Background: an optimization exercise with open tools, aiming at small area, a short achievable clock period and few clock cycles per item. Do not read the settings as production practice. At most, simulation tests tie the RTL to the original design; equivalence was not proved. Function not checked in runs 2 to 5: the RTL went through the layout flow alone. Power is estimated from default activity; no workload was simulated.

[config.mk]
export PLATFORM = sky130hd
export DESIGN_NAME = dmem_wait
export DESIGN_NICKNAME = dmem_wait
export VERILOG_FILES = /design/flow/design.v
export SDC_FILE = /design/flow/constraint.sdc
export NUM_CORES = 4
export LEC_CHECK = 0
export CAP_MARGIN = 20
export CORE_MARGIN = 2
export CORE_UTILIZATION = 50
export CTS_CLUSTER_DIAMETER = 100
export CTS_CLUSTER_SIZE = 22
export SETUP_SLACK_MARGIN = 2.7
export SLEW_MARGIN = 20
export SYNTH_HIERARCHICAL = 1
export SYNTH_MINIMUM_KEEP_SIZE = 0
export TNS_END_PERCENT = 10
[constraint.sdc]
create_clock -name core_clock -period 5.0 [get_ports {clk}]
set_input_delay 1.0000 -clock core_clock [delete_from_list [all_inputs] [get_ports {clk}]]
set_output_delay 1.0000 -clock core_clock [all_outputs]
set_load 0.01 [all_outputs]
[design.v]
module dmem_wait (
    input  logic        clk,
    input  logic        reset,
    input  logic        req,
    input  logic        we,
    input  logic [1:0]  size,
    input  logic        signed_ld,
    input  logic [31:0] addr,
    input  logic [31:0] wdata,
    output logic [31:0] rdata,
    output logic        ready,
    output logic        err,
    output logic [31:0] io_out
);
    logic [63:0][31:0] r_mem;
    logic [31:0]       r_io_out;
    logic [31:0]       r_cyc;
    logic [31:0]       r_rdata;
    logic              r_ready;
    logic              r_err;
    logic        w_io, w_err, w_err_m, w_byte, w_half, w_word, w_ld, w_st;
    logic [1:0]  a;
    logic [3:0]  w_lane;
    logic [31:0] w_wrep;
    logic [31:0] w_cyc_next;
    always_comb begin
        a      = addr[1:0];
        w_io   = &addr[31:16];
        w_byte = (size == 2'd0);
        w_half = (size == 2'd1);
        w_word = (size == 2'd2);
        w_err_m = (size == 2'd3) | (w_half & a[0]) | (w_word & (a != 2'd0));
        w_err  = w_err_m | (w_io & ~w_word);
        w_ld   = ~we & ~w_err_m;
        w_st   = req & we & ~w_err;
        w_lane[0] = w_word | (w_half & ~a[1]) | (w_byte & (a == 2'd0));
        w_lane[1] = w_word | (w_half & ~a[1]) | (w_byte & (a == 2'd1));
        w_lane[2] = w_word | (w_half &  a[1]) | (w_byte & (a == 2'd2));
        w_lane[3] = w_word | (w_half &  a[1]) | (w_byte & (a == 2'd3));
        w_wrep[7:0]   = wdata[7:0];
        w_wrep[15:8]  = w_byte ? wdata[7:0] : wdata[15:8];
        w_wrep[23:16] = w_word ? wdata[23:16] : wdata[7:0];
        w_wrep[31:24] = w_word ? wdata[31:24] : (w_half ? wdata[15:8] : wdata[7:0]);
        w_cyc_next = r_cyc + 32'd1;
    end
    logic [3:0]       w_lane_we;
    logic [63:0][3:0] w_we;
    assign w_lane_we = {4{req & we & ~w_err_m & ~w_io}} & w_lane;
    dmem_wait_wdec u_wdec (.a(addr[7:2]), .lane(w_lane_we), .y(w_we));
    always_ff @(posedge clk) begin
        for (int i = 0; i < 64; i++) begin
            for (int k = 0; k < 4; k++) begin
                if (w_we[i][k]) begin
                    r_mem[i][8*k +: 8] <= w_wrep[8*k +: 8];
                end
            end
        end
    end
    logic [3:0][7:0]  w_lo, w_hi;
    logic [7:0][31:0] w_grp;      
    logic [31:0]      w_rd;
    for (genvar c = 0; c < 4; c++) begin : g_pdec
        dmem_wait_pdec u_plo (.a(addr[4:2]), .y(w_lo[c]));
        dmem_wait_pdec_m u_phi (.a(addr[7:5]), .ahi(addr[31:16]), .y(w_hi[c]));
    end
    for (genvar h = 0; h < 8; h++) begin : g_grp
        for (genvar j = 0; j < 32; j++) begin : g_b
            dmem_wait_ao8 u_g (.sel(w_lo[j/8]),
                               .d({r_mem[8*h+7][j], r_mem[8*h+6][j], r_mem[8*h+5][j], r_mem[8*h+4][j],
                                   r_mem[8*h+3][j], r_mem[8*h+2][j], r_mem[8*h+1][j], r_mem[8*h][j]}),
                               .y(w_grp[h][j]));
        end
    end
    for (genvar j = 0; j < 32; j++) begin : g_rd
        dmem_wait_ao8 u_w (.sel(w_hi[j/8]),
                           .d({w_grp[7][j], w_grp[6][j], w_grp[5][j], w_grp[4][j],
                               w_grp[3][j], w_grp[2][j], w_grp[1][j], w_grp[0][j]}),
                           .y(w_rd[j]));
    end
    logic        w_mld, w_io_o, w_io_c;
    logic [3:0]  w_b, w_sb;
    logic [1:0]  w_h, w_sh;
    logic        w_w;
    logic [31:0] w_load;
    always_comb begin
        w_mld  = w_ld;
        w_io_o = ~we & w_word & w_io & (addr[15:0] == 16'h0000);
        w_io_c = ~we & w_word & w_io & (addr[15:0] == 16'h0004);
        w_b[0] = w_mld & (w_word | (w_half & ~a[1]) | (w_byte & (a == 2'd0)));
        w_b[1] = w_mld & w_byte & (a == 2'd1);
        w_b[2] = w_mld & ((w_half & a[1]) | (w_byte & (a == 2'd2)));
        w_b[3] = w_mld & w_byte & (a == 2'd3);
        w_h[0] = w_mld & (w_word | (w_half & ~a[1]));
        w_h[1] = w_mld & w_half & a[1];
        w_w    = w_mld & w_word;
        for (int k = 0; k < 4; k++) w_sb[k] = w_mld & signed_ld & w_byte & (a == 2'(k));
        w_sh[0] = w_mld & signed_ld & w_half & ~a[1];
        w_sh[1] = w_mld & signed_ld & w_half & a[1];
    end
    logic [7:0] w_sbg, w_shg;
    for (genvar h = 0; h < 8; h++) begin : g_sg
        dmem_wait_ao4 u_sb (.a0(w_sb[0]), .b0(w_grp[h][7]),  .a1(w_sb[1]), .b1(w_grp[h][15]),
                            .a2(w_sb[2]), .b2(w_grp[h][23]), .a3(w_sb[3]), .b3(w_grp[h][31]),
                            .y(w_sbg[h]));
        dmem_wait_ao22 u_sh (.a0(w_sh[0]), .b0(w_grp[h][15]), .a1(w_sh[1]), .b1(w_grp[h][31]),
                             .y(w_shg[h]));
    end
    logic [2:0] w_sb_n;
    logic [1:0] w_sh_n;
    for (genvar c = 0; c < 3; c++) begin : g_sbn
        dmem_wait_ao8n u_s (.sel(w_hi[c+1]), .d(w_sbg), .y_n(w_sb_n[c]));
    end
    for (genvar c = 0; c < 2; c++) begin : g_shn
        dmem_wait_ao8n u_s (.sel(w_hi[c+2]), .d(w_shg), .y_n(w_sh_n[c]));
    end
    for (genvar i = 0; i < 8; i++) begin : g_l0
        logic p0, p1, p2;
        dmem_wait_aoi22 u_p0 (.a0(w_b[0]), .b0(w_rd[i]),    .a1(w_b[1]), .b1(w_rd[8+i]),  .y(p0));
        dmem_wait_aoi22 u_p1 (.a0(w_b[2]), .b0(w_rd[16+i]), .a1(w_b[3]), .b1(w_rd[24+i]), .y(p1));
        dmem_wait_aoi22 u_p2 (.a0(w_io_o), .b0(r_io_out[i]), .a1(w_io_c), .b1(w_cyc_next[i]), .y(p2));
        dmem_wait_nand3 u_y (.a(p0), .b(p1), .c(p2), .y(w_load[i]));
    end
    for (genvar i = 8; i < 16; i++) begin : g_l1
        logic p0, p1;
        dmem_wait_aoi22 u_p0 (.a0(w_h[0]), .b0(w_rd[i]), .a1(w_h[1]), .b1(w_rd[16+i]), .y(p0));
        dmem_wait_aoi22 u_p1 (.a0(w_io_o), .b0(r_io_out[i]), .a1(w_io_c), .b1(w_cyc_next[i]), .y(p1));
        dmem_wait_nand3 u_y (.a(p0), .b(p1), .c(w_sb_n[0]), .y(w_load[i]));
    end
    for (genvar i = 16; i < 32; i++) begin : g_l2
        logic p0, p1;
        dmem_wait_aoi22 u_p0 (.a0(w_w), .b0(w_rd[i]), .a1(w_io_o), .b1(r_io_out[i]), .y(p0));
        dmem_wait_nand2 u_p1 (.a(w_io_c), .b(w_cyc_next[i]), .y(p1));
        dmem_wait_nand4 u_y (.a(p0), .b(p1), .c(w_sb_n[i/8-1]), .d(w_sh_n[i/8-2]), .y(w_load[i]));
    end
    always_ff @(posedge clk) begin
        r_rdata <= w_load;
        r_err   <= w_err;
    end
    always_ff @(posedge clk) begin
        if (reset) r_ready <= 1'b0;
        else       r_ready <= req;
    end
    always_ff @(posedge clk) begin
        if (reset) begin
            r_io_out <= '0;
        end else if (w_st & w_io & (addr[15:0] == 16'h0000)) begin
            r_io_out <= wdata;
        end
    end
    always_ff @(posedge clk) begin
        if (reset) r_cyc <= '0;
        else       r_cyc <= w_cyc_next;
    end
    assign rdata  = r_rdata;
    assign ready  = r_ready;
    assign err    = r_err;
    assign io_out = r_io_out;
endmodule
module dmem_wait_pdec (
    input  logic [2:0] a,
    output logic [7:0] y
);
    always_comb begin
        for (int l = 0; l < 8; l++) y[l] = (a == 3'(l));
    end
endmodule
module dmem_wait_pdec_m (
    input  logic [2:0]  a,
    input  logic [15:0] ahi,
    output logic [7:0]  y
);
    always_comb begin
        for (int l = 0; l < 8; l++) y[l] = ~&ahi & (a == 3'(l));
    end
endmodule
module dmem_wait_wdec (
    input  logic [5:0]        a,
    input  logic [3:0]        lane,
    output logic [63:0][3:0]  y
);
    logic [7:0][3:0] hl_n;   
    logic [7:0]      lo_n;   
    always_comb begin
        for (int h = 0; h < 8; h++) begin
            for (int k = 0; k < 4; k++) hl_n[h][k] = ~((a[5:3] == 3'(h)) & lane[k]);
        end
        for (int l = 0; l < 8; l++) lo_n[l] = ~(a[2:0] == 3'(l));
    end
    for (genvar i = 0; i < 64; i++) begin : g_w
        for (genvar k = 0; k < 4; k++) begin : g_k
            dmem_wait_nor2 u_n (.a(hl_n[i/8][k]), .b(lo_n[i%8]), .y(y[i][k]));
        end
    end
endmodule
module dmem_wait_ao8 (
    input  logic [7:0] sel,
    input  logic [7:0] d,
    output logic       y
);
    logic [3:0] t;
    always_comb begin
        for (int g = 0; g < 4; g++) t[g] = ~((sel[2*g] & d[2*g]) | (sel[2*g+1] & d[2*g+1]));
        y = ~&t;
    end
endmodule
module dmem_wait_ao8n (
    input  logic [7:0] sel,
    input  logic [7:0] d,
    output logic       y_n
);
    logic [3:0] t;
    always_comb begin
        for (int g = 0; g < 4; g++) t[g] = ~((sel[2*g] & d[2*g]) | (sel[2*g+1] & d[2*g+1]));
        y_n = &t;
    end
endmodule
module dmem_wait_ao4 (
    input  logic a0, b0, a1, b1, a2, b2, a3, b3,
    output logic y
);
    logic t0, t1;
    always_comb begin
        t0 = ~((a0 & b0) | (a1 & b1));
        t1 = ~((a2 & b2) | (a3 & b3));
        y  = ~(t0 & t1);
    end
endmodule
module dmem_wait_ao22 (
    input  logic a0, b0, a1, b1,
    output logic y
);
    assign y = (a0 & b0) | (a1 & b1);
endmodule
module dmem_wait_nand2 (
    input  logic a, b,
    output logic y
);
    assign y = ~(a & b);
endmodule
module dmem_wait_nand4 (
    input  logic a, b, c, d,
    output logic y
);
    assign y = ~(a & b & c & d);
endmodule
module dmem_wait_nor2 (
    input  logic a, b,
    output logic y
);
    assign y = ~(a | b);
endmodule
module dmem_wait_aoi22 (
    input  logic a0, b0, a1, b1,
    output logic y
);
    assign y = ~((a0 & b0) | (a1 & b1));
endmodule
module dmem_wait_nand3 (
    input  logic a, b, c,
    output logic y
);
    assign y = ~(a & b & c);
endmodule
[flow/run.sh]
#!/bin/bash
# Own flow: the standard layout (standard.sh, with the standard flow's synthesis and the
# settings of config.mk), except that the input and output ports are buffered
# with buf_4 cells instead of the cell buffer_ports picks by default.
set -euo pipefail
export BUFFER_PORTS_ARGS="-buffer_cell sky130_fd_sc_hd__buf_4"
bash standard.sh finish > make_finish.log 2>&1
[standard.sh]
#!/bin/bash
# synth_recipe.tcl (not shown) runs the flow's synth.tcl, then flattens the netlist and writes it again
# the make line also repeats each setting of config.mk as NAME=value (left out here)
make -C /OpenROAD-flow-scripts/flow DESIGN_CONFIG=/design/flow/config.mk WORK_HOME=/design/flow/orfs CLKGATE_MAP_FILE= SYNTH_SCRIPT=/design/flow/synth_recipe.tcl "${@:-finish}"
==> results of run 1 <==
-- placed cells by master, fill, tap and decap left out, types with 79 or more instances in the layout --
master,synthesis,final
sky130_fd_sc_hd__nor2_1,295,154
sky130_fd_sc_hd__clkbuf_16,0,112
sky130_fd_sc_hd__nand4_1,336,336
sky130_fd_sc_hd__edfxtp_1,2048,2048
sky130_fd_sc_hd__a22oi_1,1188,1000
sky130_fd_sc_hd__buf_6,5,82
sky130_fd_sc_hd__a22oi_2,56,244
sky130_fd_sc_hd__buf_4,0,521
sky130_fd_sc_hd__buf_12,0,79
sky130_fd_sc_hd__nor2_4,0,121
-- routing by layer --
layer	routed length (um)	vias to the layer above	GRT usage
met5	47	-	0
met4	7610	8	0.0895
met3	32300	396	0.0751
met2	117000	3279	0.469
met1	104000	26500	0.459
li1	-	21100	-
-- worst max-delay path: stages --
cell	delay, ps
sky130_fd_sc_hd__buf_12	160
sky130_fd_sc_hd__buf_4	310
sky130_fd_sc_hd__nor4_2	880
sky130_fd_sc_hd__buf_4	300
sky130_fd_sc_hd__a22oi_1	140
sky130_fd_sc_hd__nand4_1	100
sky130_fd_sc_hd__buf_4	180
sky130_fd_sc_hd__a22oi_2	90
sky130_fd_sc_hd__nand3_2	110
-- power groups by stage --
stage	combinational [mW]	sequential, mW	clock, mW
floorplan	0.876	20.2	0
global placement	1.95	20.3	0
detailed placement	1.98	20.3	0
CTS	2.43	19.8	9.73
global route	2.64	19.8	10.3
finish	2.57	19.8	9.64
-- metrics by stage --
stage               cell area (um2)  setup slack (ps)  total power [mW]  hold slack [ps]
floorplan                     80500              1660              21.1              437
global placement              86700               678              22.2              458
detailed placement            86700               636              22.2              466
CTS                           94900              2410              32.0              442
global route                  96300              2370              32.8              475
finish                        96300              2330              32.1              480
-- Yosys cell counts, drive strengths merged (6+ instances only) --
library cell / instances
mux2i: 32
and4: 10
nand4bb: 13
and3: 6
nand4: 342
edfxtp: 2048
a22o: 8
nor3b: 16
a21oi: 13
buf: 14
mux2: 23
a22oi: 1244
o22ai: 8
nand2b: 66
nand2: 50
nand3: 30
nor2: 295
xnor2: 12
clkbuf: 20
nor4b: 14
dfxtp: 98
and3b: 13
xor2: 9
nor4bb: 8
nand4b: 13
or4: 7
nor4: 21
nor3: 12
nor2b: 22
-- kinds of logic after synthesis --
logic type | after synthesis
compound gates | 1288
fa+ha+maj | 1
flops | 2146
xor+xnor | 21
simple gates | 960
mux | 55
buf+inv | 39
-- path summary, 6_finish.rpt --
check,endpoint,slack (ps),cells after the start
max,r_rdata[12],2330,9
min,r_ready,480,2
max reg2reg,r_cyc[30],2530,5
min reg2reg,r_cyc[0],490,1
-- registers in the layout, indices dropped and copies added, names as in the netlist --
| name | count |
|---|---|
| r_mem | 2048 |
| r_cyc | 32 |
| r_io_out | 32 |
| r_rdata | 32 |
| r_err | 1 |
| r_ready | 1 |
-- per-module statistics from Yosys, one instance, submodules excluded --
| module | copies in the design | cells inside | cell area [um2] |
|---|---|---|---|
| dmem_wait_ao22 | 8 | 1 | 8.76 |
| dmem_wait_nand4 | 16 | 1 | 6.26 |
| dmem_wait_pdec | 4 | 8 | 65.1 |
| dmem_wait_pdec_m | 4 | 14 | 121 |
| dmem_wait | 1 | 2516 | 65900 |
| dmem_wait_ao8n | 5 | 5 | 38.8 |
| dmem_wait_ao8 | 288 | 5 | 36.3 |
| dmem_wait_nand2 | 16 | 1 | 3.75 |
| dmem_wait_nand3 | 16 | 1 | 5.00 |
| dmem_wait_wdec | 1 | 49 | 423 |
| dmem_wait_aoi22 | 56 | 1 | 12.5 |
| dmem_wait_ao4 | 8 | 3 | 18.8 |
| dmem_wait_nor2 | 256 | 1 | 3.75 |
-- area by class of cell --
cell class              instances  area [um2]  share of cell area
multi-input cells            2354       19400               0.201
repair buffers                738        7770              0.0807
flip-flops and latches       2146       63500               0.660
clock inverters                 9         116             0.00121
inverters                       5        18.8            0.000195
well taps                    2072        2590              0.0269
diodes                          4        10.0            0.000104
clock buffers                 153        2910              0.0303
-- timing repair --
action	in CTS	in global routing
buffers inserted	202	58
pin swaps	179	105
resized for setup	527	199
gates cloned	56	4
endpoints found under the setup margin	3153	2544
==> qor.txt, run 1 <==
Die span in y: 404 um
Post-layout util: 0.607
Hold Crit Class: input port to flip-flop
Remaining DRCs: 0
Top-level I/O count: 137
Number of synthesis warnings: 13
Nets: 5426
Worst IR Drop VDD: 0.000271 V
Compound-gate portion of the synthesized area: 0.124
Area Overhead vs Synth: 20.6%
#FFs+latches synth: 2146
Floorplan Core Area: 159000 um2
Proportion of synthesized flip-flops having asynchronous set or reset: 0
Power density relative to cell area: 333 nW/um2
Clock tree sinks: 2146
Dominant cell type by area after synthesis: sky130_fd_sc_hd__edfxtp_1
Ratio of routed vias to standard cells: 6.86
Maximum fanout encountered on the critical timing path: 40
Arithmetic-cell share of the synthesized area counting full adders, half adders and majority gates: 0.000157
Clock tree from TritonCTS: done
Start-to-end type of the worst setup path: input port to flip-flop
RSZ-0062 raised after global routing: yes
Area fraction of the dominant cell type after synthesis: 0.770
Leakage power total: 29.7 nW
Actual slew at the worst max-slew pin: 1180 ps
Chip width: 404 um
Total vias in the final route: 51300
Reported net switching power: 7.35 mW
Beginning of the worst register-to-register path: r_cyc[0]
Post-Synthesis Cell Area: 79900 um2
IO Port Bufs: 136
Critical path launch point type: input port
Post-route clock period utilization: 0.535
Clock root buffer: sky130_fd_sc_hd__clkbuf_16
Via count of the first global-routing pass: 48300
Wire length of the first global-routing pass: 363 mm
Die Outline Area: 163000 um2
Most used flip-flop cell after synthesis: sky130_fd_sc_hd__edfxtp_1
Count of non-filler cells in the finished layout: 7481
Sequential fraction of the synthesis area: 0.794
Largest net degree at the start of global routing: 94
CTS HTree Levels: 3
Clock-pin slew of the registers on the worst-case setup and hold paths: 100 ps
Synth unique cells: 56
Simple-gate area share of the yosys netlist: 0.0691
Antenna violations before repair: 11
Post-route antenna net violation count: 0
Routability cong.: 0.915
Number of instances in the synthesized netlist: 4510
Number of flops mapped to enable cells by yosys: 2048
Part of the power in combinational logic: 0.080
Max-Slew Margin vs Limit: 0.206
Synthesized net count: 4582
Max-cap check violation count: 0
Min cycle time layout: 2670 ps
Total global-route track usage: 0.313
Switching fraction of total power: 0.229
Final HPWL from detailed placement: 150 mm
Source of the critical timing path: addr[7]
Std-Cell Rows: 146
Sequential share of power: 0.619
Number of failing hold endpoints at the final stage: 0
Largest cells by area after synthesis: sky130_fd_sc_hd__edfxtp_1, sky130_fd_sc_hd__a22oi_1, sky130_fd_sc_hd__nand4_1
Starting density of the core: 0.504
Area share of xor/xnor cells in the synthesized design: 0.00230
Result of the run: finished clean
Total gr overflow: 0
Clock network fraction of total power: 0.301
Final setup violation count: 0
Maximum count of clock buffers along a single path: 3
Routed Wire Length: 260 mm
Number of buffers inserted during clock tree synthesis: 109
Clock Skews: 37.4 ps
Data arrival time of the worst path: 3400 ps
Max Clk Rate: 0.374 GHz
Critical Path End Type: flip-flop
Drt initial violations: 8434
Share of final-layout standard cells stronger than drive strength 1: 0.266
Main combinational cell family by area after synthesis: compound AO/OA/AOI/OAI gates
Avg Cell Area, Syn: 17.7 um2
Count of final max-slew check failures: 0
Beginning of the worst hold path: req
Placed insts: 6994
Aggregate negative setup slack: 0 ps
Avg WL per Cell: 34.8 um
Internal Pwr Total: 24.7 mW
Pre-Repair DR Iteration Count: 6
# hold bufs at CTS: 0
Insertion delay of the later-clocked pin in the worst-skew pair: 790 ps
Filler cell count in the final layout: 11600
Mux cell area share after synthesis: 0.00725
Required arrival time at the worst endpoint: 5730 ps
Testbench counts, summed over its fixed seeds: cycles 24,000, items 12,000.
==> run 2, diff against run 1 <==
--- a/design.v
+++ b/design.v
@@ -43,15 +43,21 @@
         w_wrep[31:24] = w_word ? wdata[31:24] : (w_half ? wdata[15:8] : wdata[7:0]);
         w_cyc_next = r_cyc + 32'd1;
     end
-    logic [3:0]       w_lane_we;
+    logic [3:0]       r_st_lane;    
+    logic [5:0]       r_st_idx;
+    logic [31:0]      r_st_data;    
     logic [63:0][3:0] w_we;
-    assign w_lane_we = {4{req & we & ~w_err_m & ~w_io}} & w_lane;
-    dmem_wait_wdec u_wdec (.a(addr[7:2]), .lane(w_lane_we), .y(w_we));
+    always_ff @(posedge clk) begin
+        r_st_lane <= {4{req & we & ~w_err_m & ~w_io}} & w_lane;
+        r_st_idx  <= addr[7:2];
+        r_st_data <= w_wrep;
+    end
+    dmem_wait_wdec u_wdec (.a(r_st_idx), .lane(r_st_lane), .y(w_we));
     always_ff @(posedge clk) begin
         for (int i = 0; i < 64; i++) begin
             for (int k = 0; k < 4; k++) begin
                 if (w_we[i][k]) begin
-                    r_mem[i][8*k +: 8] <= w_wrep[8*k +: 8];
+                    r_mem[i][8*k +: 8] <= r_st_data[8*k +: 8];
                 end
             end
         end
--- a/config.mk
+++ b/config.mk
@@ -7,7 +7,7 @@
 export LEC_CHECK = 0
 export CAP_MARGIN = 20
 export CORE_MARGIN = 2
-export CORE_UTILIZATION = 50
+export CORE_UTILIZATION = 65
 export CTS_CLUSTER_DIAMETER = 100
 export CTS_CLUSTER_SIZE = 22
 export SETUP_SLACK_MARGIN = 2.7
==> run 2 against run 1 <==
Still clean on timing, DRC and antenna. Sequential power increased by 3%. Clock power hardly changed. Non-clock buffer count is 146 lower. Flip-flop and latch count up 42. Sequential share of layout area rose by 1.9 points. Combinational power about the same. Wire length decreased by 1.7%. Synthesized cell count rose by 1.8%. Total power rose by 1.3%. Final cell count decreased by 7.0%. Register-to-register slack worse by 240 ps. Area after synthesis up 0.96%. Largest cell class unchanged. Highest routed layer unchanged.
==> qor.txt, run 2 <==
Post-route clock period utilization: 0.543 (+0.00833)
Clock Skews: 44.9 ps (+7.43 ps)
Dominant cell type by area after synthesis: sky130_fd_sc_hd__edfxtp_1
Count of non-filler cells in the finished layout: 6959 (-7.0%)
Most frequent standard cell in the layout excluding fill and tap cells: sky130_fd_sc_hd__edfxtp_1
IO Port Bufs: 136 (unchanged)
Data arrival time of the worst path: 3110 ps (-290 ps)
Starting density of the core: 0.653 (+0.149)
Total gr overflow: 0 (unchanged)
Chip width: 356 um (-12%)
Maximum fanout encountered on the critical timing path: 16 (-60%)
Required arrival time at the worst endpoint: 5400 ps (-330 ps)
Synth unique cells: 51 (-8.9%)
Flip-flop count of the largest register after layout: 2048 (unchanged)
Most repeated cell in the gate-level netlist after synthesis: sky130_fd_sc_hd__edfxtp_1
Number of instances in the synthesized netlist: 4593 (+1.8%)
Post-Synthesis Cell Area: 80600 um2 (+0.96%)
Wire length of the first global-routing pass: 358 mm (-1.5%)
Most numerous cell types in the synthesized netlist: sky130_fd_sc_hd__edfxtp_1, sky130_fd_sc_hd__a22oi_1, sky130_fd_sc_hd__nand4_1, sky130_fd_sc_hd__nor2_1, sky130_fd_sc_hd__dfxtp_1
Most used cells in the layout excluding fill and tap cells: sky130_fd_sc_hd__edfxtp_1, sky130_fd_sc_hd__a22oi_1, sky130_fd_sc_hd__buf_4, sky130_fd_sc_hd__nand4_1, sky130_fd_sc_hd__a22oi_2
Max-cap check violation count: 0 (unchanged)
CTS HTree Levels: 3 (unchanged)
Result of the run: finished clean
Final cell area excluding filler cells: 94800 um2 (-1.6%)
RSZ-0062 raised after global routing: yes
Worst IR Drop VDD: 0.000435 V (+61%)
Pre-Repair DR Iteration Count: 8 (+2)
Critical path launch point type: flip-flop
Max Clk Rate: 0.368 GHz (-1.5%)
Via count of the first global-routing pass: 49500 (+2.4%)
Area of the multi-input gates: 18700 um2 (-3.7%)
Synthesized net count: 4665 (+1.8%)
Filler cell count in the final layout: 6997 (-40%)
Floorplan Core Area: 123000 um2 (-22%)
Leakage power total: 29.1 nW (-2.1%)
Post-route antenna net violation count: 0 (unchanged)
Std-Cell Rows: 129 (-12%)
Clock root buffer: sky130_fd_sc_hd__clkbuf_16
Number of buffers inserted during clock tree synthesis: 109 (unchanged)
Die Outline Area: 127000 um2 (-22%)
Most used flip-flop cell after synthesis: sky130_fd_sc_hd__edfxtp_1
Nets: 5339 (-1.6%)
Aggregate negative setup slack: 0 ps (unchanged)
Ratio of routed vias to standard cells: 7.54 (+10%)
Remaining DRCs: 0 (unchanged)
Total global-route track usage: 0.400 (+0.0872)
Antenna violations before repair: 9 (-2)
Drt initial violations: 9378 (+11%)
Largest cells by area after synthesis: sky130_fd_sc_hd__edfxtp_1, sky130_fd_sc_hd__a22oi_1, sky130_fd_sc_hd__dfxtp_1
Routability cong.: 0.991 (+8.3%)
Insertion delay of the later-clocked pin in the worst-skew pair: 780 ps (about the same)
Critical Path End Type: flip-flop
Largest net degree at the start of global routing: 75 (-20%)
Clock tree from TritonCTS: done
Count of final max-slew check failures: 0 (unchanged)
Sequence of cells on the critical path: nand3_4 -> nor2_2
#FFs+latches synth: 2188 (+2.0%)
Clock-pin slew of the registers on the worst-case setup and hold paths: 90 ps (about the same)
Critical Path Slowest Stage Cell: sky130_fd_sc_hd__nand3_4
Hold Crit Class: input port to flip-flop
Proportion of synthesized flip-flops having asynchronous set or reset: 0 (unchanged)
Power density relative to cell area: 343 nW/um2 (+2.9%)
Die span in y: 356 um (-12%)
Number of failing hold endpoints at the final stage: 0 (unchanged)
Start-to-end type of the worst setup path: flip-flop to flip-flop
Sequential Area: 64400 um2 (+1.3%)
Number of flops mapped to enable cells by yosys: 2048 (unchanged)
Number of synthesis warnings: 13 (unchanged)
Avg WL per Cell: 36.8 um (+5.7%)
Placed insts: 6495 (-7.1%)
Actual slew at the worst max-slew pin: 1120 ps (-57.3 ps)
Min cycle time layout: 2710 ps (+41.6 ps)
Final setup violation count: 0 (unchanged)
Register with the highest flop count: r_mem
Share of final-layout standard cells stronger than drive strength 1: 0.245 (-0.0209)
Max-Slew Margin vs Limit: 0.250 (+0.0447)
Clock tree sinks: 2188 (+2.0%)
Routed Wire Length: 256 mm (-1.7%)
Top-level I/O count: 137 (unchanged)
Avg Cell Area, Syn: 17.6 um2 (-0.86%)
Area Overhead vs Synth: 17.6%
Sequential fraction of the synthesis area: 0.797 (+0.00283)
Total vias in the final route: 52500 (+2.3%)
Worst path max stage delay: 820 ps (-60 ps)
Maximum count of clock buffers along a single path: 3 (unchanged)
Placement Cell Area: 85400 um2 (-1.5%)
Final HPWL from detailed placement: 145 mm (-3.4%)
Area fraction of the dominant cell type after synthesis: 0.763 (-0.00736)
==> run 2: where the power goes <==
part           switching (mW)  internal, mW  total [mW]  leakage [nW]
sequential             0.0960          20.2        20.3          19.6
combinational            1.73         0.820        2.55          8.05
clock                    5.50          4.15        9.65          1.47
==> run 2: cells by family after synthesis <==
kind of cell / synth area share
and+or+nand+nor: 0.0671
DFF: 0.797
muxes: 0.00237
xor gates and xnor gates: 0.00217
adders and majority gates: 0.000155
buffers and inverters: 0.00324
AOI/OAI and AO/OA: 0.128
==> run 2: cell type report <==
class	count	share of cell area
sequential	2188	0.679
multi-input combinational	2368	0.197
timing repair buffer	592	0.0702
clock buffer	156	0.0315
tap	1637	0.0216
clock inverter	4	0.000607
inverter	8	0.000317
antenna	6	0.000158
==> run 2: final timing paths <==
path	end	start	slack, ps	cells after the start
max	r_mem[1270]	r_st_idx[2]	2290	2
min	r_st_data[1]	wdata[1]	450	1
max reg2reg	r_mem[1270]	r_st_idx[2]	2290	2
min reg2reg	r_cyc[0]	r_cyc[0]	490	1
==> run 2: repair_timing <==
item | in CTS | in global routing
buffers inserted | 228 | 9
gates cloned | 55 | 3
hold buffers | 0 | 0
pin swaps | 250 | 44
setup endpoints to repair | 2134 | 1802
resized for setup | 612 | 73
endpoints found under the hold margin | 0 | 0
==> run 2: stage by stage <==
stage | utilization | hold slack, ps | total power, mW | setup slack, ps
3_3_place_gp | 0.691 | 455 | 22.6 | 597
6_report | 0.768 | 448 | 32.5 | 2290
3_5_place_dp | 0.692 | 454 | 22.6 | 578
4_1_cts | 0.764 | 400 | 32.3 | 2350
5_1_grt | 0.768 | 434 | 33.1 | 2300
2_1_floorplan | - | 430 | 21.5 | 1220
==> run 2: critical path: cells and delay by family, from the launching register on <==
kind	cells	cell delay, ps
and+or+nand+nor	2	1600
DFF	1	740
==> run 2: layer usage <==
metal,vias to the layer above,GRT usage,wire [um],part of all wire
met1,26400,0.567,92300,0.36
met3,709,0.129,38600,0.15
met4,12,0.166,11300,0.044
met2,4283,0.581,114000,0.44
met5,-,0,160,0.00062
li1,21100,-,-,-
==> run 2: modules after synthesis (local to each module, per instance) <==
module	area, um2	cells inside	flops+latches	times used
dmem_wait_ao22	8.76	1	0	8
dmem_wait_nor2	3.75	1	0	256
dmem_wait_ao8	36.3	5	0	288
dmem_wait_wdec	423	49	0	1
dmem_wait_pdec_m	121	14	0	4
dmem_wait_aoi22	12.5	1	0	56
dmem_wait_nand2	3.75	1	0	16
dmem_wait_pdec	65.1	8	0	4
dmem_wait_ao8n	38.8	5	0	5
dmem_wait_ao4	18.8	3	0	8
dmem_wait_nand4	6.26	1	0	16
dmem_wait_nand3	5.00	1	0	16
dmem_wait	66700	2599	2188	1
==> run 3, diff against run 2 <==
--- a/config.mk
+++ b/config.mk
@@ -7,7 +7,7 @@
 export LEC_CHECK = 0
 export CAP_MARGIN = 20
 export CORE_MARGIN = 2
-export CORE_UTILIZATION = 65
+export CORE_UTILIZATION = 50
 export CTS_CLUSTER_DIAMETER = 100
 export CTS_CLUSTER_SIZE = 22
 export SETUP_SLACK_MARGIN = 2.7
==> run 3 against run 2 <==
Sequential share of layout area up 0.13 points. First-iteration DRC count down 15%. Clock-buffer cell count unchanged. Sequential power about the same. Final cell count up 6.8%. Core utilization down 18 points. Hold slack worse by 4.0 ps. Die area up 30%. Combinational power down 2%. Via count down 2.8%. Final area down 0.19%. Critical path type is now input port to flip-flop. Largest power group unchanged.
==> qor.txt, run 3 <==
Result of the run: finished clean
Total global-route track usage: 0.314 (-0.0861)
Post-layout util: 0.590 (-0.178)
Internal Pwr Total: 25.1 mW (-0.19%)
Insertion delay of the later-clocked pin in the worst-skew pair: 780 ps (about the same)
Hold Crit Class: input port to flip-flop
Largest net degree at the start of global routing: 75 (unchanged)
Total vias in the final route: 51000 (-2.8%)
#FFs+latches synth: 2188 (unchanged)
Number of failing hold endpoints at the final stage: 0 (unchanged)
Register with the highest flop count: r_mem
Max-cap check violation count: 0 (unchanged)
Count of final max-slew check failures: 0 (unchanged)
Post-route antenna net violation count: 0 (unchanged)
Required arrival time at the worst endpoint: 5650 ps (+250 ps)
Avg WL per Cell: 35.1 um (-4.6%)
Ratio of routed vias to standard cells: 6.87 (-8.9%)
Remaining DRCs: 0 (unchanged)
Final setup violation count: 0 (unchanged)
Max Clk Rate: 0.361 GHz (-2.0%)
Die Outline Area: 165000 um2 (+30%)
Total gr overflow: 0 (unchanged)
Reported net switching power: 7.37 mW (+0.64%)
Proportion of synthesized flip-flops having asynchronous set or reset: 0 (unchanged)
Max-Slew Margin vs Limit: 0.153 (-0.0969)
Number of instances in the synthesized netlist: 4593 (unchanged)
Share of final-layout standard cells stronger than drive strength 1: 0.240 (-0.00588)
Data arrival time of the worst path: 3420 ps (+310 ps)
CTS HTree Levels: 3 (unchanged)
Area fraction of the dominant cell type after synthesis: 0.763 (unchanged)
Most common cell type on the critical path: sky130_fd_sc_hd__buf_16
Wire length of the first global-routing pass: 364 mm (+1.8%)
RSZ-0062 raised after global routing: yes
Area Overhead vs Synth: 17.3%
Most frequent standard cell in the layout excluding fill and tap cells: sky130_fd_sc_hd__edfxtp_1
Final HPWL from detailed placement: 152 mm (+4.9%)
Critical Path Slowest Stage Cell: sky130_fd_sc_hd__and4_4
Min cycle time layout: 2770 ps (+56.6 ps)
Clock root buffer: sky130_fd_sc_hd__clkbuf_16
Final worst-path setup slack: 2230 ps (-56.6 ps)
Antenna violations before repair: 6 (-3)
Leakage power total: 28.6 nW (-1.5%)
Most numerous cell types in the synthesized netlist: sky130_fd_sc_hd__edfxtp_1, sky130_fd_sc_hd__a22oi_1, sky130_fd_sc_hd__nand4_1, sky130_fd_sc_hd__nor2_1, sky130_fd_sc_hd__dfxtp_1
Post-route clock period utilization: 0.554 (+0.0113)
Power density relative to cell area: 343 nW/um2 (+0.19%)
Die span in y: 406 um (+14%)
Aggregate negative setup slack: 0 ps (unchanged)
Dominant cell type by area after synthesis: sky130_fd_sc_hd__edfxtp_1
Number of flops mapped to enable cells by yosys: 2048 (unchanged)
Chip width: 406 um (+14%)
Drt initial violations: 8016 (-15%)
Start-to-end type of the worst setup path: input port to flip-flop
Clock-pin slew of the registers on the worst-case setup and hold paths: 100 ps (about the same)
Nets: 5288 (-0.96%)
Part of the power in combinational logic: 0.077 (-0.002)
Most repeated cell in the gate-level netlist after synthesis: sky130_fd_sc_hd__edfxtp_1
Maximum fanout encountered on the critical timing path: 8 (-8)
Number of synthesis warnings: 13 (unchanged)
IO Port Bufs: 136 (unchanged)
Clock network fraction of total power: 0.299 (+0.002)
Synthesized net count: 4665 (unchanged)
Synth unique cells: 51 (unchanged)
Arithmetic-cell share of the synthesized area counting full adders, half adders and majority gates: 0.000155 (unchanged)
Pre-Repair DR Iteration Count: 6 (-2)
Starting density of the core: 0.503 (-0.150)
Mux cell area share after synthesis: 0.00237 (unchanged)
Post-Synthesis Cell Area: 80600 um2 (unchanged)
Maximum count of clock buffers along a single path: 3 (unchanged)
Area share of xor/xnor cells in the synthesized design: 0.00217 (unchanged)
Largest cells by area after synthesis: sky130_fd_sc_hd__edfxtp_1, sky130_fd_sc_hd__a22oi_1, sky130_fd_sc_hd__dfxtp_1
Number of buffers inserted during clock tree synthesis: 109 (unchanged)
Sequential share of power: 0.625 (about the same)
Routed Wire Length: 261 mm (+1.8%)
Worst path buffer plus inverter count: 5 (+5)
Critical path launch point type: input port
Clock Skews: 49.9 ps (+5.06 ps)
Sequential fraction of the synthesis area: 0.797 (unchanged)
Dpl ws: 576 ps (-2.04 ps)
Simple-gate area share of the yosys netlist: 0.0671 (unchanged)
Placed insts: 7010 (+7.9%)
Avg Cell Area, Syn: 17.6 um2 (unchanged)
Clock tree from TritonCTS: done
Main combinational cell family by area after synthesis: compound AO/OA/AOI/OAI gates
Top-level I/O count: 137 (unchanged)
Floorplan Core Area: 160000 um2 (+30%)
Clock tree sinks: 2188 (unchanged)
Switching fraction of total power: 0.227 (+0.00145)
Std-Cell Rows: 147 (+14%)
Top cell family by delay on the critical path: simple AND/OR/NAND/NOR gates
Count of non-filler cells in the finished layout: 7429 (+6.8%)
Worst path max stage delay: 330 ps (-490 ps)
Routability cong.: 0.963 (-2.8%)
Flip-flop count of the largest register after layout: 2048 (unchanged)
Most used flip-flop cell after synthesis: sky130_fd_sc_hd__edfxtp_1
Most used cells in the layout excluding fill and tap cells: sky130_fd_sc_hd__edfxtp_1, sky130_fd_sc_hd__a22oi_1, sky130_fd_sc_hd__buf_4, sky130_fd_sc_hd__nand4_1, sky130_fd_sc_hd__a22oi_2
# hold bufs at CTS: 0 (unchanged)
Via count of the first global-routing pass: 48100 (-2.8%)
Critical Path End Type: flip-flop
Worst IR Drop VDD: 0.000307 V (-29%)
Sequence of cells on the critical path: buf_16 -> buf_16 -> buf_16 -> nor3b_4 -> buf_12 -> buf_16 -> a22oi_2 -> nand4_1 -> a22oi_2 -> nand2_2 -> a22oi_1 -> and4_4 -> nand4_1
Actual slew at the worst max-slew pin: 1270 ps (+145 ps)
Compound-gate portion of the synthesized area: 0.128 (unchanged)
run 3: cell counts after synthesis:
No cell type changed its count.
run 3: cells by family after synthesis:
logic type,Yosys count
muxes,17
buffers and inverters,57
xor gates and xnor gates,20
adders and majority gates,1
AOI/OAI and AO/OA,1352
DFF,2188
and+or+nand+nor,958
run 3: modules after synthesis, one instance, submodules excluded, excerpt:
module | cells inside | times used
dmem_wait_ao22 | 1 | 8
dmem_wait_ao4 | 3 | 8
dmem_wait_ao8 | 5 | 288
dmem_wait_ao8n | 5 | 5
dmem_wait_nand2 | 1 | 16
dmem_wait_nand3 | 1 | 16
run 3: metrics by stage:
stage,area (um2),total power [mW],hold slack [ps]
after floorplan,80900,21.5,430
after global placement,86000,22.6,445
after detailed placement,86000,22.7,458
after CTS,94000,32.5,406
after global routing,94600,33.2,424
final,94600,32.5,444
run 3: metal layers:
layer,share of wire,GRT usage,up-vias
met2,0.44,0.461,3240
li1,-,-,20900
met3,0.13,0.0864,393
met4,0.036,0.103,0
met1,0.39,0.455,26400
met5,0,0,-
run 3: what timing repair did:
item,in CTS,in global routing
hold endpoints to repair,0,0
setup endpoints to repair,2193,2047
gates resized for setup,538,90
cloned,52,2
pin swaps,217,27
buffers inserted,180,18
run 3: area by class of cell:
| class | instances | area [um2] |
|---|---|---|
| tap | 2160 | 2700 |
| sequential | 2188 | 64400 |
| antenna | 2 | 5.00 |
| timing repair buffer | 544 | 5950 |
| clock inverter | 6 | 88.8 |
| fill | 12000 | 65800 |
| multi-input combinational | 2365 | 18500 |
| clock buffer | 156 | 2950 |
| inverter | 8 | 30.0 |
run 3: path summary, 6_finish.rpt:
| check | start | to | slack, ps | cells past startpoint |
|---|---|---|---|---|
| worst min-delay path | wdata[4] | r_st_data[4] | 440 | 1 |
| worst min register to register | r_cyc[0] | r_cyc[0] | 490 | 1 |
| worst max-delay path | addr[3] | r_rdata[27] | 2230 | 13 |
| worst max register to register | r_st_idx[5] | r_mem[1712] | 2320 | 3 |
run 3: power groups by stage:
stage | combinational (mW) | sequential [mW] | clock (mW)
detailed placement | 1.96 | 20.7 | 0
floorplan | 0.687 | 20.8 | 0
CTS | 2.41 | 20.3 | 9.79
global route | 2.57 | 20.3 | 10.4
global placement | 1.93 | 20.7 | 0
finish | 2.50 | 20.3 | 9.70
run 3: worst register-to-register path, delay by kind of cell, from the launching register on:
family        cells  cell delay [ps]
buf+inv           1              380
flops             1              710
simple gates      2             1210
==> run 4, diff against run 3 <==
==> config.mk (replaced) <==
export PLATFORM = sky130hd
export DESIGN_NAME = dmem_wait
export DESIGN_NICKNAME = dmem_wait
export VERILOG_FILES = /design/flow/design.v
export SDC_FILE = /design/flow/constraint.sdc
export NUM_CORES = 4
export LEC_CHECK = 0
export CAP_MARGIN = 0
export CORE_MARGIN = 2
export CORE_UTILIZATION = 65
export CTS_CLUSTER_DIAMETER = 100
export CTS_CLUSTER_SIZE = 22
export SETUP_SLACK_MARGIN = 2.7
export SLEW_MARGIN = 0
export SYNTH_HIERARCHICAL = 1
export SYNTH_MINIMUM_KEEP_SIZE = 0
export TNS_END_PERCENT = 10
==> run 4 against run 3 <==
Hold slack worse by 4.6 ps. Non-clock buffer count down 19. Register-to-register slack lost 180 ps. Worst setup slack worse by 88 ps. Sequential power barely moved. Clock-buffer cell count unchanged. Total power decreased by 0.51%. Final cell count fell by 7.3%. Highest routed layer is now met5. Still clean. Critical path type is now flip-flop to flip-flop.
==> qor.txt, run 4 <==
Leakage power total: 28.5 nW (-0.65%)
Starting density of the core: 0.653 (+0.150)
Remaining DRCs: 0 (unchanged)
Result of the run: finished clean
Clock Skews: 26.6 ps (-23.3 ps)
Most frequent standard cell in the layout excluding fill and tap cells: sky130_fd_sc_hd__edfxtp_1
Most numerous cell types in the synthesized netlist: sky130_fd_sc_hd__edfxtp_1, sky130_fd_sc_hd__a22oi_1, sky130_fd_sc_hd__nand4_1, sky130_fd_sc_hd__nor2_1, sky130_fd_sc_hd__dfxtp_1
Drt initial violations: 9062 (+13%)
Actual slew at the worst max-slew pin: 1480 ps (+215 ps)
Final cell area excluding filler cells: 93300 um2 (-1.4%)
Setup slack, reg-to-reg: 2140 ps (-180 ps)
Register with the highest flop count: r_mem
Number of flops mapped to enable cells by yosys: 2048 (unchanged)
Internal Pwr Total: 25.1 mW (-0.13%)
Worst IR Drop VDD: 0.000437 V (+43%)
Area Overhead vs Synth: 15.7%
Std-Cell Rows: 129 (-12%)
Flip-flop count of the largest register after layout: 2048 (unchanged)
Floorplan Core Area: 123000 um2 (-23%)
Most used cells in the layout excluding fill and tap cells: sky130_fd_sc_hd__edfxtp_1, sky130_fd_sc_hd__a22oi_1, sky130_fd_sc_hd__buf_4, sky130_fd_sc_hd__nand4_1, sky130_fd_sc_hd__a22oi_2
Dominant cell type by area after synthesis: sky130_fd_sc_hd__edfxtp_1
Total vias in the final route: 51700 (+1.3%)
Pre-Repair DR Iteration Count: 8 (+2)
Required arrival time at the worst endpoint: 5370 ps (-280 ps)
Aggregate negative setup slack: 0 ps (unchanged)
Area fraction of the dominant cell type after synthesis: 0.763 (unchanged)
Number of instances in the synthesized netlist: 4593 (unchanged)
Maximum count of clock buffers along a single path: 3 (unchanged)
Switching fraction of total power: 0.224 (-0.00295)
Antenna violations before repair: 16 (+10)
Share of final-layout standard cells stronger than drive strength 1: 0.226 (-0.0134)
Most used flip-flop cell after synthesis: sky130_fd_sc_hd__edfxtp_1
Sequential share of power: 0.628 (+0.003)
Insertion delay of the later-clocked pin in the worst-skew pair: 770 ps (about the same)
Max-Slew Margin vs Limit: 0.0102 (-0.143)
Placement Cell Area: 85400 um2 (-0.80%)
Reported net switching power: 7.24 mW (-1.8%)
Number of failing hold endpoints at the final stage: 0 (unchanged)
IO Port Bufs: 136 (unchanged)
Min cycle time layout: 2860 ps (+88.1 ps)
Post-route antenna net violation count: 0 (unchanged)
Clock-pin slew of the registers on the worst-case setup and hold paths: 90 ps (about the same)
Synthesized net count: 4665 (unchanged)
Most repeated cell in the gate-level netlist after synthesis: sky130_fd_sc_hd__edfxtp_1
Via count of the first global-routing pass: 48300 (+0.25%)
Clock tree sinks: 2188 (unchanged)
Critical Path End Type: flip-flop
Data arrival time of the worst path: 3230 ps (-190 ps)
Avg Cell Area, Syn: 17.6 um2 (unchanged)
Routed Wire Length: 250 mm (-4.3%)
Post-route clock period utilization: 0.572 (+0.0176)
Total gr overflow: 0 (unchanged)
Synth unique cells: 51 (unchanged)
Clock tree from TritonCTS: done
RSZ-0062 raised after global routing: yes
CTS HTree Levels: 3 (unchanged)
Number of buffers inserted during clock tree synthesis: 109 (unchanged)
Sequential fraction of the synthesis area: 0.797 (unchanged)
Top-level I/O count: 137 (unchanged)
Number of synthesis warnings: 13 (unchanged)
Part of the power in combinational logic: 0.075 (-0.002)
Max-cap check violation count: 0 (unchanged)
Start-to-end type of the worst setup path: flip-flop to flip-flop
Post-Synthesis Cell Area: 80600 um2 (unchanged)
Avg WL per Cell: 36.3 um (+3.3%)
Wire length of the first global-routing pass: 350 mm (-3.9%)
Clock root buffer: sky130_fd_sc_hd__clkbuf_16
#FFs+latches synth: 2188 (unchanged)
Routability cong.: 0.991 (+2.9%)
Count of final max-slew check failures: 0 (unchanged)
Ratio of routed vias to standard cells: 7.51 (+9.3%)
Total global-route track usage: 0.391 (+0.0767)
Final setup violation count: 0 (unchanged)
Largest cells by area after synthesis: sky130_fd_sc_hd__edfxtp_1, sky130_fd_sc_hd__a22oi_1, sky130_fd_sc_hd__dfxtp_1
Largest net degree at the start of global routing: 75 (unchanged)
Final HPWL from detailed placement: 145 mm (-4.7%)
Hold Crit Class: input port to flip-flop
Die span in y: 356 um (-12%)
Chip width: 356 um (-12%)
Max Clk Rate: 0.350 GHz (-3.1%)
Maximum fanout encountered on the critical timing path: 32 (+24)
Die Outline Area: 127000 um2 (-23%)
Power density relative to cell area: 346 nW/um2 (+0.91%)
Proportion of synthesized flip-flops having asynchronous set or reset: 0 (unchanged)
Clock network fraction of total power: 0.297 (-0.002)
Critical path launch point type: flip-flop
Nets: 5271 (-0.32%)
-- run 4: cell counts after synthesis --
Identical to the previous run, type by type.
-- run 4: power groups by stage --
stage                     clock [mW]  sequential [mW]  combinational (mW)
final                           9.61             20.3                2.42
after global placement             0             20.7                1.87
after CTS                       9.64             20.3                2.31
after detailed placement           0             20.7                1.90
after global routing            10.3             20.3                2.47
after floorplan                    0             20.8               0.687
-- run 4: critical path, stage by stage, from the launching register on --
cell and delay, ps:
sky130_fd_sc_hd__dfxtp_1 630, sky130_fd_sc_hd__or3b_4 1220, sky130_fd_sc_hd__nor2_1 580
-- run 4: repair_timing --
item | in CTS | in global routing
hold buffers | 0 | 0
pin swaps | 176 | 58
setup endpoints to repair | 2127 | 1978
gates resized for setup | 467 | 91
hold endpoints to repair | 0 | 0
buffers inserted | 178 | 7
cloned | 45 | 1
-- run 4: cell type report --
cell class | instances | area [um2]
Sequential cell | 2188 | 64400
Fill cell | 7200 | 30200
Multi-Input combinational cell | 2367 | 18400
Timing Repair Buffer | 525 | 5420
Clock buffer | 156 | 2990
Tap cell | 1637 | 2050
Clock inverter | 4 | 57.6
Inverter | 8 | 30.0
Antenna cell | 2 | 5.00
-- run 4: metal layers --
layer / global-route usage / wire length (um) / up-vias
li1: - / - / 20900
met1: 0.561 / 91600 / 26100
met2: 0.570 / 111000 / 4026
met3: 0.122 / 36500 / 605
met4: 0.145 / 10200 / 24
met5: 0.00481 / 217 / -
-- run 4: cells by family (layout without fill, tap and decap cells) --
| family | count (synthesis) | count (layout) | synth area share |
|---|---|---|---|
| AO/OA/AOI/OAI | 1352 | 1352 | 0.128 |
| buffers and inverters | 57 | 693 | 0.00324 |
| XOR/XNOR | 20 | 20 | 0.00217 |
| multiplexers | 17 | 17 | 0.00237 |
| adder cells (fa/ha/maj) | 1 | 1 | 0.000155 |
| AND/OR/NAND/NOR | 958 | 977 | 0.0671 |
| flip-flops | 2188 | 2188 | 0.797 |
| other | 0 | 2 | 0 |
-- run 4: per-stage QoR --
| stage | util | power (mW) | setup WS (ps) | hold slack, ps | std cells |
|---|---|---|---|---|---|
| after floorplan | - | 21.5 | 1220 | 430 | 4593 |
| after global placement | 0.691 | 22.6 | 597 | 455 | 6494 |
| after detailed placement | 0.691 | 22.6 | 568 | 457 | 6494 |
| after CTS | 0.752 | 32.2 | 2340 | 404 | 6877 |
| after global routing | 0.756 | 33.0 | 2190 | 431 | 6885 |
| final | 0.756 | 32.3 | 2140 | 439 | 6887 |
-- run 4: path summary, 6_finish.rpt --
check / start / endpoint / cells past startpoint
min reg2reg: r_cyc[0] / r_cyc[0] / 1
max: r_st_idx[1] / r_mem[574] / 2
min: wdata[1] / r_st_data[1] / 1
max reg2reg: r_st_idx[1] / r_mem[574] / 2
-- run 4: Yosys stat by module (local to each module, per instance), excerpt --
| module | cells | flip-flops and latches | copies in the design | cell area (um2) |
|---|---|---|---|---|
| dmem_wait_nor2 | 1 | 0 | 256 | 3.75 |
| dmem_wait_nand4 | 1 | 0 | 16 | 6.26 |
| dmem_wait_ao22 | 1 | 0 | 8 | 8.76 |
| dmem_wait_ao4 | 3 | 0 | 8 | 18.8 |
| dmem_wait_ao8n | 5 | 0 | 5 | 38.8 |
| dmem_wait_aoi22 | 1 | 0 | 56 | 12.5 |
| dmem_wait_pdec | 8 | 0 | 4 | 65.1 |
| dmem_wait_nand2 | 1 | 0 | 16 | 3.75 |
| dmem_wait_nand3 | 1 | 0 | 16 | 5.00 |
==> run 5, diff against run 4 <==
==> config.mk (replaced) <==
export PLATFORM = sky130hd
export DESIGN_NAME = dmem_wait
export DESIGN_NICKNAME = dmem_wait
export VERILOG_FILES = /design/flow/design.v
export SDC_FILE = /design/flow/constraint.sdc
export NUM_CORES = 4
export LEC_CHECK = 0
export CAP_MARGIN = 20
export CORE_MARGIN = 2
export CORE_UTILIZATION = 65
export CTS_CLUSTER_DIAMETER = 100
export CTS_CLUSTER_SIZE = 22
export SETUP_SLACK_MARGIN = 3.0
export SLEW_MARGIN = 20
export SYNTH_HIERARCHICAL = 1
export SYNTH_MINIMUM_KEEP_SIZE = 0
export TNS_END_PERCENT = 25
==> run 5 against run 4 <==
Register-to-register slack improved by 560 ps. Worst setup slack better by 190 ps. Still clean. Clock skew shrank 0.89 ps. First-iteration DRC count increased by 6.3%. Wire length rose by 3.5%. Synthesized cell count unchanged. Critical path depth grew 10. Final area grew 3.2%. Largest power group unchanged. Hold slack worse by 13 ps. Core utilization increased by 2.4 points. Non-clock buffer count increased by 106. Die area unchanged.
==> qor.txt, run 5 <==
Number of flops mapped to enable cells by yosys: 2048 (unchanged)
Critical path launch point type: input port
Number of failing hold endpoints at the final stage: 0 (unchanged)
Worst path max stage delay: 320 ps (-900 ps)
Flip-flop count of the largest register after layout: 2048 (unchanged)
Ratio of routed vias to standard cells: 7.53 (+0.39%)
Worst Reg-to-Reg Cells: 7 (+5)
Synthesized net count: 4665 (unchanged)
Post-route antenna net violation count: 0 (unchanged)
Post-route clock period utilization: 0.535 (-0.0373)
Final cell area excluding filler cells: 96300 um2 (+3.2%)
Aggregate negative setup slack: 0 ps (unchanged)
Clock Skews: 25.7 ps (-0.890 ps)
Drt initial violations: 9635 (+6.3%)
Total vias in the final route: 52800 (+2.1%)
Worst path buffer plus inverter count: 4 (+4)
Critical Path End Type: flip-flop
Count of non-filler cells in the finished layout: 7001 (+1.7%)
Avg Cell Area, Syn: 17.6 um2 (unchanged)
Most frequent standard cell in the layout excluding fill and tap cells: sky130_fd_sc_hd__edfxtp_1
Chip width: 356 um (unchanged)
Routed Wire Length: 258 mm (+3.5%)
Compound-gate portion of the synthesized area: 0.128 (unchanged)
Wire length of the first global-routing pass: 355 mm (+1.4%)
Die Outline Area: 127000 um2 (unchanged)
Leakage power total: 29.4 nW (+3.2%)
Maximum count of clock buffers along a single path: 3 (unchanged)
Total global-route track usage: 0.396 (+0.00555)
Dominant cell type by area after synthesis: sky130_fd_sc_hd__edfxtp_1
Clock tree sinks: 2188 (unchanged)
Clock root buffer: sky130_fd_sc_hd__clkbuf_16
Sequence of cells on the critical path: buf_16 -> buf_12 -> and3b_4 -> buf_4 -> a22oi_2 -> nand4_1 -> buf_6 -> a22oi_1 -> nand2_1 -> a22oi_1 -> and4_4 -> nand4_1
Placement Cell Area: 85400 um2 (about the same)
Starting density of the core: 0.653 (unchanged)
Via count of the first global-routing pass: 48600 (+0.77%)
Number of cells traversed by the worst hold path: 1 (unchanged)
Std-Cell Rows: 129 (unchanged)
Most numerous cell types in the synthesized netlist: sky130_fd_sc_hd__edfxtp_1, sky130_fd_sc_hd__a22oi_1, sky130_fd_sc_hd__nand4_1, sky130_fd_sc_hd__nor2_1, sky130_fd_sc_hd__dfxtp_1
Sequential fraction of the synthesis area: 0.797 (unchanged)
Top-level I/O count: 137 (unchanged)
Start-to-end type of the worst setup path: input port to flip-flop
Most used cells in the layout excluding fill and tap cells: sky130_fd_sc_hd__edfxtp_1, sky130_fd_sc_hd__a22oi_1, sky130_fd_sc_hd__buf_4, sky130_fd_sc_hd__nand4_1, sky130_fd_sc_hd__a22oi_2
Required arrival time at the worst endpoint: 5660 ps (+290 ps)
Max Clk Rate: 0.374 GHz (+7.0%)
Mux cell area share after synthesis: 0.00237 (unchanged)
Top cell family by delay on the critical path: simple AND/OR/NAND/NOR gates
Data arrival time of the worst path: 3330 ps (+100 ps)
Max-Slew Margin vs Limit: 0.213 (+0.203)
Most used flip-flop cell after synthesis: sky130_fd_sc_hd__edfxtp_1
Worst slack on hold paths: 426 ps (-12.7 ps)
Hold Crit Class: input port to flip-flop
Pre-Repair DR Iteration Count: 10 (+2)
Worst IR Drop VDD: 0.000430 V (-1.7%)
Die span in y: 356 um (unchanged)
Placed insts: 6493 (-0.015%)
Nets: 5381 (+2.1%)
Floorplan Core Area: 123000 um2 (unchanged)
Largest net degree at the start of global routing: 75 (unchanged)
Min cycle time layout: 2670 ps (-186 ps)
Maximum fanout encountered on the critical timing path: 8 (-75%)
Most repeated cell in the gate-level netlist after synthesis: sky130_fd_sc_hd__edfxtp_1
Number of synthesis warnings: 13 (unchanged)
Critical Path Slowest Stage Cell: sky130_fd_sc_hd__and4_4
Arithmetic-cell share of the synthesized area counting full adders, half adders and majority gates: 0.000155 (unchanged)
Proportion of synthesized flip-flops having asynchronous set or reset: 0 (unchanged)
Remaining DRCs: 0 (unchanged)
Max-cap check violation count: 0 (unchanged)
Area share of xor/xnor cells in the synthesized design: 0.00217 (unchanged)
Simple-gate area share of the yosys netlist: 0.0671 (unchanged)
Total gr overflow: 0 (unchanged)
IO Port Bufs: 136 (unchanged)
Count of final max-slew check failures: 0 (unchanged)
Final HPWL from detailed placement: 145 mm (+0.22%)
Post-Synthesis Cell Area: 80600 um2 (unchanged)
#FFs+latches synth: 2188 (unchanged)
Area Overhead vs Synth: 19.4%
Area fraction of the dominant cell type after synthesis: 0.763 (unchanged)
Synth unique cells: 51 (unchanged)
Largest cells by area after synthesis: sky130_fd_sc_hd__edfxtp_1, sky130_fd_sc_hd__a22oi_1, sky130_fd_sc_hd__dfxtp_1
Routability cong.: 0.980 (-1.1%)
Register with the highest flop count: r_mem
Power density relative to cell area: 336 nW/um2 (-3.0%)
Share of final-layout standard cells stronger than drive strength 1: 0.288 (+0.0617)
Logic depth of the worst path, buffers included: 12 (+10)
Main combinational cell family by area after synthesis: compound AO/OA/AOI/OAI gates
Clock tree from TritonCTS: done
RSZ-0062 raised after global routing: yes
Antenna violations before repair: 14 (-2)
# hold bufs at CTS: 0 (unchanged)
Number of buffers inserted during clock tree synthesis: 109 (unchanged)
Number of instances in the synthesized netlist: 4593 (unchanged)
Result of the run: finished clean
CTS HTree Levels: 3 (unchanged)
Final setup violation count: 0 (unchanged)
Insertion delay of the later-clocked pin in the worst-skew pair: 770 ps (about the same)
Avg WL per Cell: 36.9 um (+1.8%)
Actual slew at the worst max-slew pin: 1180 ps (-305 ps)
Clock-pin slew of the registers on the worst-case setup and hold paths: 110 ps (+20 ps)
run 5: cell families after synthesis:
| group | Yosys count |
|---|---|
| AO/OA/AOI/OAI | 1352 |
| XOR/XNOR | 20 |
| adder cells (fa/ha/maj) | 1 |
| buffers and inverters | 57 |
| flip-flops | 2188 |
| multiplexers | 17 |
| AND/OR/NAND/NOR | 958 |
run 5: path summary, 6_finish.rpt:
check / startpoint / end / slack [ps]
worst max-delay path: addr[4] / r_rdata[20] / 2330
worst min-delay path: wdata[1] / r_st_data[1] / 430
worst max register to register: r_cyc[5] / r_rdata[15] / 2700
worst min register to register: r_cyc[0] / r_cyc[0] / 480
run 5: layout make-up:
class | instances | area, um2
inverters | 8 | 30.0
flip-flops and latches | 2188 | 64500
fillers | 6794 | 27200
multi-input cells | 2371 | 19700
repair buffers | 631 | 6920
diodes | 12 | 30.0
clock inverters | 5 | 73.8
well taps | 1637 | 2050
clock buffers | 149 | 2900
run 5: power by group:
part | total [mW] | leakage [nW] | switching, mW | internal [mW]
sequential | 20.3 | 19.6 | 0.0946 | 20.2
clock | 9.53 | 1.43 | 5.48 | 4.05
combinational | 2.54 | 8.33 | 1.75 | 0.790
run 5: Yosys stat by module, one instance, submodules excluded, a selection:
module,flip-flops and latches,cells inside,copies in the design
dmem_wait,2188,2599,1
dmem_wait_wdec,0,49,1
dmem_wait_pdec_m,0,14,4
dmem_wait_pdec,0,8,4
dmem_wait_ao8n,0,5,5
dmem_wait_ao8,0,5,288
dmem_wait_ao4,0,3,8
dmem_wait_aoi22,0,1,56
dmem_wait_ao22,0,1,8
dmem_wait_nand4,0,1,16
dmem_wait_nand3,0,1,16
run 5: worst reg2reg max path, stage by stage (launching register included):
cell and delay [ps]:
sky130_fd_sc_hd__dfxtp_2 390, sky130_fd_sc_hd__nand4_4 210, sky130_fd_sc_hd__buf_4 210, sky130_fd_sc_hd__or4_4 620, sky130_fd_sc_hd__o21ai_0 270, sky130_fd_sc_hd__nand2_1 140, sky130_fd_sc_hd__a22oi_2 250, sky130_fd_sc_hd__nand3_2 90
run 5: what timing repair did:
item | in CTS | in global routing
setup endpoints to repair | 2196 | 1419
buffers inserted | 230 | 59
pin swaps | 247 | 115
resized for setup | 760 | 299
gates cloned | 42 | 10
run 5: metal layers:
metal  GRT usage  part of all wire  vias to the layer above
met2       0.572              0.44                     4245
li1            -                 -                    21100
met1       0.574              0.36                    26700
met4       0.161             0.047                       22
met3       0.118              0.15                      622
met5     0.00111            0.0012                        -
run 5: through the flow:
step           total power [mW]  setup WS (ps)   util
6_report                   32.3           2330  0.780
5_1_grt                    33.0           2280  0.779
4_1_cts                    32.2           2450  0.764
3_5_place_dp               22.6            625  0.692
3_3_place_gp               22.6            690  0.692
2_1_floorplan              21.5           1220      -

[separate check: timing with driven ports]
In the flow no input, the clock included, has a driving cell. The finished layouts below were timed again as built, in two steps.
Step 1 sets driving cells, clkbuf_16 on the clock port and buf_2 on the other inputs (assumed; they add their load-dependent delay and slew).
Step 2 moves the port delays by t, midway between the first and last clock arrival at a register: inputs arrive t later, outputs are due t later. That takes back most of the time a late clock gives input paths.
Slacks: ideal ports / drivers / drivers and shift; pairs: ideal ports / drivers.
run | shift t [ns] | setup WS [ns] | worst slew at a driven data input, ns
run 1 | 0.841 | 2.327 / 2.039 / 1.198 | 0.56
run 2 | 0.838 | 2.285 / 2.047 / 1.209 | 0.46
run 3 | 0.838 | 2.229 / 2.034 / 1.196 | 0.44
run 4 | 0.841 | 2.141 / 1.996 / 1.155 | 0.45
run 5 | 0.839 | 2.327 / 2.066 / 1.227 | 0.40
After both steps setup and hold are still met in every run listed. For run 1, which loses most, drivers alone change the setup slack by -0.288 ns; drivers and shift together by -1.129 ns.
